What follows belongs to an exercise in optimizing a design on an open flow for small area and few clock cycles; a production flow would make more cautious choices. Function was checked by simulation only, so behaviour that the tests miss may differ from the original.

## before
==> flow/design.v <==
`timescale 1ns/1ps
module conv_top (
  input  logic        clk,
  input  logic        reset,
  input  logic        ready,
  output logic        busy,
  output logic [9:0]  iaddr,
  output logic        ioe,
  input  logic [7:0]  idata,
  output logic        l0_wen,
  output logic [9:0]  l0_addr,
  output logic [11:0] l0_data,
  output logic        l1_wen,
  output logic [7:0]  l1_addr,
  output logic [11:0] l1_data
);
  localparam int img_dim   = 32;
  localparam int pos_w     = $clog2(img_dim);
  localparam int pixel_w   = 8;
  localparam int sum_w     = 12;    
  localparam int feat_w    = 12;    
  localparam int relu_w    = 11;    
  localparam int band_h    = 4;
  localparam int col_len   = band_h + 2;
  localparam int n_bands   = img_dim / band_h;
  localparam int band_w    = $clog2(n_bands);
  localparam int q_w       = $clog2(col_len);
  localparam int k_w       = $clog2(band_h);
  localparam int buf_len   = 2 * col_len + 2;    
  logic [band_w-1:0] b;
  logic [pos_w-1:0]  c;
  logic [q_w-1:0]    q;
  logic              prime;      
  logic [pixel_w-1:0] sr [buf_len];
  logic q_last, c_last, done;
  assign q_last = (q == q_w'(col_len - 1));
  assign c_last = &c;
  assign done   = !prime && (b == band_w'(n_bands - 1)) && c_last && q_last;
  always_ff @(posedge clk or posedge reset) begin
    if (reset)
      busy <= 1'b0;
    else if (!busy)
      busy <= ready;
    else if (done)
      busy <= 1'b0;
  end
  always_ff @(posedge clk) begin
    if (!busy) begin
      b     <= band_w'(n_bands - 1);
      c     <= pos_w'(img_dim - 2);
      q     <= q_w'(band_h - 1);
      prime <= 1'b1;
    end else begin
      q <= q_last ? '0 : q + 1'b1;
      if (q_last) begin
        c <= c + 1'b1;
        if (c_last) begin
          b     <= b + 1'b1;
          prime <= 1'b0;
        end
      end
    end
  end
  logic [q_w-1:0]    rd_slot;    
  logic              rd_next;    
  logic [pos_w:0]    rd_col;
  logic [band_w-1:0] rd_band;
  logic [pos_w-1:0]  rd_row;
  always_comb begin
    if (q >= q_w'(band_h - 1)) begin
      rd_slot = q - q_w'(band_h - 1);
      rd_next = 1'b1;
    end else begin
      rd_slot = q + 3'd3;
      rd_next = 1'b0;
    end
  end
  assign rd_col  = {1'b0, c} + (rd_next ? 6'd2 : 6'd1);
  assign rd_band = b + band_w'(rd_col[pos_w]);
  assign rd_row  = {rd_band, {k_w{1'b0}}} + rd_slot - 1'b1;   
  assign ioe   = busy;
  assign iaddr = {rd_row[pos_w-1:0], rd_col[pos_w-1:0]};
  logic zero_q;
  always_ff @(posedge clk)
    zero_q <= (rd_band == '0 && rd_slot == '0) ||
              (rd_band == band_w'(n_bands - 1) && rd_slot == q_w'(col_len - 1));
  always_ff @(posedge clk) begin
    sr[0] <= zero_q ? '0 : idata;
    for (int i = 1; i < buf_len; i++)
      sr[i] <= sr[i-1];
  end
  logic [pixel_w-1:0] p_ul, p_ur, p_cc, p_cr, p_dl, p_dc, p_dr;
  assign p_dr = idata;
  assign p_cr = sr[0];
  assign p_ur = sr[1];
  assign p_dc = sr[col_len - 1];
  assign p_cc = sr[col_len];
  assign p_dl = sr[2 * col_len - 1];
  assign p_ul = sr[2 * col_len + 1];
  logic pad_l, pad_r;
  assign pad_l = (c == '0);
  assign pad_r = c_last;
  logic [pixel_w-1:0] m_ul, m_dl, m_ur, m_cr, m_dr, m_dc;
  assign m_ul = pad_l ? '0 : p_ul;
  assign m_dl = pad_l ? '0 : p_dl;
  assign m_ur = pad_r ? '0 : p_ur;
  assign m_cr = pad_r ? '0 : p_cr;
  assign m_dr = (pad_r || zero_q) ? '0 : p_dr;
  assign m_dc = p_dc;
  logic [relu_w-1:0] pos, neg;
  logic [relu_w:0]   diff;
  assign pos  = m_dl + p_cc + m_ur + {m_dc, 1'b0} + {m_cr, 1'b0};
  assign neg  = {m_ul, 1'b0} + {m_dr, 1'b0} + m_dr;
  assign diff = {1'b0, pos} - {1'b0, neg};
  logic [relu_w-1:0] feat;
  assign feat = diff[relu_w] ? '0 : diff[relu_w-1:0];
  logic valid;
  assign valid = busy && !prime && (q < q_w'(band_h));
  assign l0_wen  = valid;
  assign l0_addr = {b, q[k_w-1:0], c};
  assign l0_data = {1'b0, feat};
  logic [relu_w-1:0] acc [2];
  logic              sel, first, take;
  logic [relu_w-1:0] acc_cur;
  assign sel     = q[1] | (q[2] & q[0]);
  assign acc_cur = acc[sel];
  assign first   = !c[0] && !q[0];
  assign take    = first || (feat > acc_cur);
  always_ff @(posedge clk) begin
    if (valid && take)
      acc[sel] <= feat;
  end
  assign l1_wen  = busy && !prime && c[0] && q[2];
  assign l1_addr = {b, sel, c[pos_w-1:1]};
  assign l1_data = {1'b0, acc_cur};
endmodule
==> flow/config.mk <==
export PLATFORM = sky130hd
export DESIGN_NAME = conv_top
export DESIGN_NICKNAME = conv_top
export VERILOG_FILES = /design/flow/design.v
export SDC_FILE = /design/flow/constraint.sdc
export NUM_CORES = 4
export LEC_CHECK = 0
export CAP_MARGIN = 20
export CORE_MARGIN = 2
export CORE_UTILIZATION = 40
export CTS_BUF_LIST = sky130_fd_sc_hd__clkbuf_8
export SLEW_MARGIN = 20
==> flow/constraint.sdc <==
create_clock -name core_clock -period 10.0 [get_ports {clk}]
set_input_delay 2.0000 -clock core_clock [delete_from_list [all_inputs] [get_ports {clk}]]
set_output_delay 2.0000 -clock core_clock [all_outputs]
set_load 0.01 [all_outputs]
standard.sh (not shown) runs the stock make flow with config.mk's settings and CLKGATE_MAP_FILE= SYNTH_SCRIPT=/design/flow/synth_recipe.tcl, a recipe that flattens the netlist after the stock synthesis.
==> flow/flow/run.sh <==
#!/bin/bash
# Standard synthesis, then its combinational logic re-mapped for area with
# the registers untouched, then the standard layout with the smallest
# buffer cell on the ports and a clock tree without dummy loads.
set -euo pipefail
R=orfs/results/sky130hd/conv_top/base
LIB=$FLOW_HOME/platforms/sky130hd/lib/sky130_fd_sc_hd__tt_025C_1v80.lib
bash standard.sh synth > 1_standard_synth.log 2>&1
mkdir -p reopt
cp $R/1_2_yosys.v reopt/std_netlist.v
python3 flow/split_lib.py $LIB reopt > 2_split_lib.log 2>&1
yosys -s flow/reopt.ys > 3_reopt_yosys.log 2>&1
cp reopt/netlist.v $R/1_2_yosys.v
rm -f $R/1_synth.odb
bash standard.sh "BUFFER_PORTS_ARGS=-buffer_cell sky130_fd_sc_hd__buf_1" \
  "CTS_ARGS=$(cat flow/cts_args.txt)" finish > 4_standard_layout.log 2>&1
Other scripts of this flow, unchanged in this note and not shown: flow/flow/abc_area.scr, flow/flow/cts_args.txt, flow/flow/reopt.ys, flow/flow/split_lib.py
Testbench counts of before, summed over its fixed seeds: cycles 49,472.
[inputs] after vs before
--- a/flow/design.v
+++ b/flow/design.v
@@ -81,31 +81,35 @@
   assign ioe   = busy;
   assign iaddr = {rd_row[pos_w-1:0], rd_col[pos_w-1:0]};
   logic zero_q;
   always_ff @(posedge clk)
     zero_q <= (rd_band == '0 && rd_slot == '0) ||
               (rd_band == band_w'(n_bands - 1) && rd_slot == q_w'(col_len - 1));
+  logic wipe;
+  assign wipe = (c_last && q != q_w'(col_len - 1)) ||
+                (c == pos_w'(img_dim - 2) && q_last);
   always_ff @(posedge clk) begin
     sr[0] <= zero_q ? '0 : idata;
     for (int i = 1; i < buf_len; i++)
       sr[i] <= sr[i-1];
+    if (wipe)
+      sr[col_len + 1] <= '0;
   end
   logic [pixel_w-1:0] p_ul, p_ur, p_cc, p_cr, p_dl, p_dc, p_dr;
   assign p_dr = idata;
   assign p_cr = sr[0];
   assign p_ur = sr[1];
   assign p_dc = sr[col_len - 1];
   assign p_cc = sr[col_len];
   assign p_dl = sr[2 * col_len - 1];
   assign p_ul = sr[2 * col_len + 1];
-  logic pad_l, pad_r;
-  assign pad_l = (c == '0);
+  logic pad_r;
   assign pad_r = c_last;
   logic [pixel_w-1:0] m_ul, m_dl, m_ur, m_cr, m_dr, m_dc;
-  assign m_ul = pad_l ? '0 : p_ul;
-  assign m_dl = pad_l ? '0 : p_dl;
+  assign m_ul = p_ul;
+  assign m_dl = p_dl;
   assign m_ur = pad_r ? '0 : p_ur;
   assign m_cr = pad_r ? '0 : p_cr;
   assign m_dr = (pad_r || zero_q) ? '0 : p_dr;
   assign m_dc = p_dc;
   logic [relu_w-1:0] pos, neg;
   logic [relu_w:0]   diff;
Results
Delta (after minus before): clock network area share now sits at about the same level, first-pass iteration count of the detailed router fell 1. Ratio of routed vias to standard cells of before is on par with after. Cell area after technology mapping (after vs. before) decreases slightly. Per the comparison of after with before, clock-pin slew on the worst setup and hold paths ~0 delta; post-route minimum period now sits higher; aggregate global-route resource usage comparable; area used by multi-input combinational logic lower. Per the comparison of after with before, global-route wire length before repair climbed 1.2%, wire length on met2 barely changed.
Testbench counts of after, summed over its fixed seeds: cycles 49,472.

## afterwards: timing with drivers on the ports
Ports are ideal in the flow. The routed layouts listed here were re-timed in OpenROAD. Step 1 sets driving cells, clkbuf_16 on the clock port and buf_2 on the other inputs (assumed; they add their load-dependent delay and slew). Step 2, shift: input delay + t, output delay - t, t = (earliest + latest rising clock arrival at the registers) / 2. This alone moves slack from input paths to output paths. Three values: ideal, step 1, step 2; two values: the first two.
run | t, ns | setup slack, ns | worst hold slack (ns) | latest minus earliest clock arrival (ns)
before | 0.472 | 0.952 / 0.910 / 0.652 | 0.303 / 0.303 / 0.303 | 0.026 / 0.025
after | 0.467 | 0.793 / 0.761 / 0.657 | 0.302 / 0.302 / 0.302 | 0.036 / 0.036
After both steps every run listed still meets setup and hold. The setup slack of before, which loses most, moves by -0.042 ns with the drivers and by -0.300 ns with both steps.
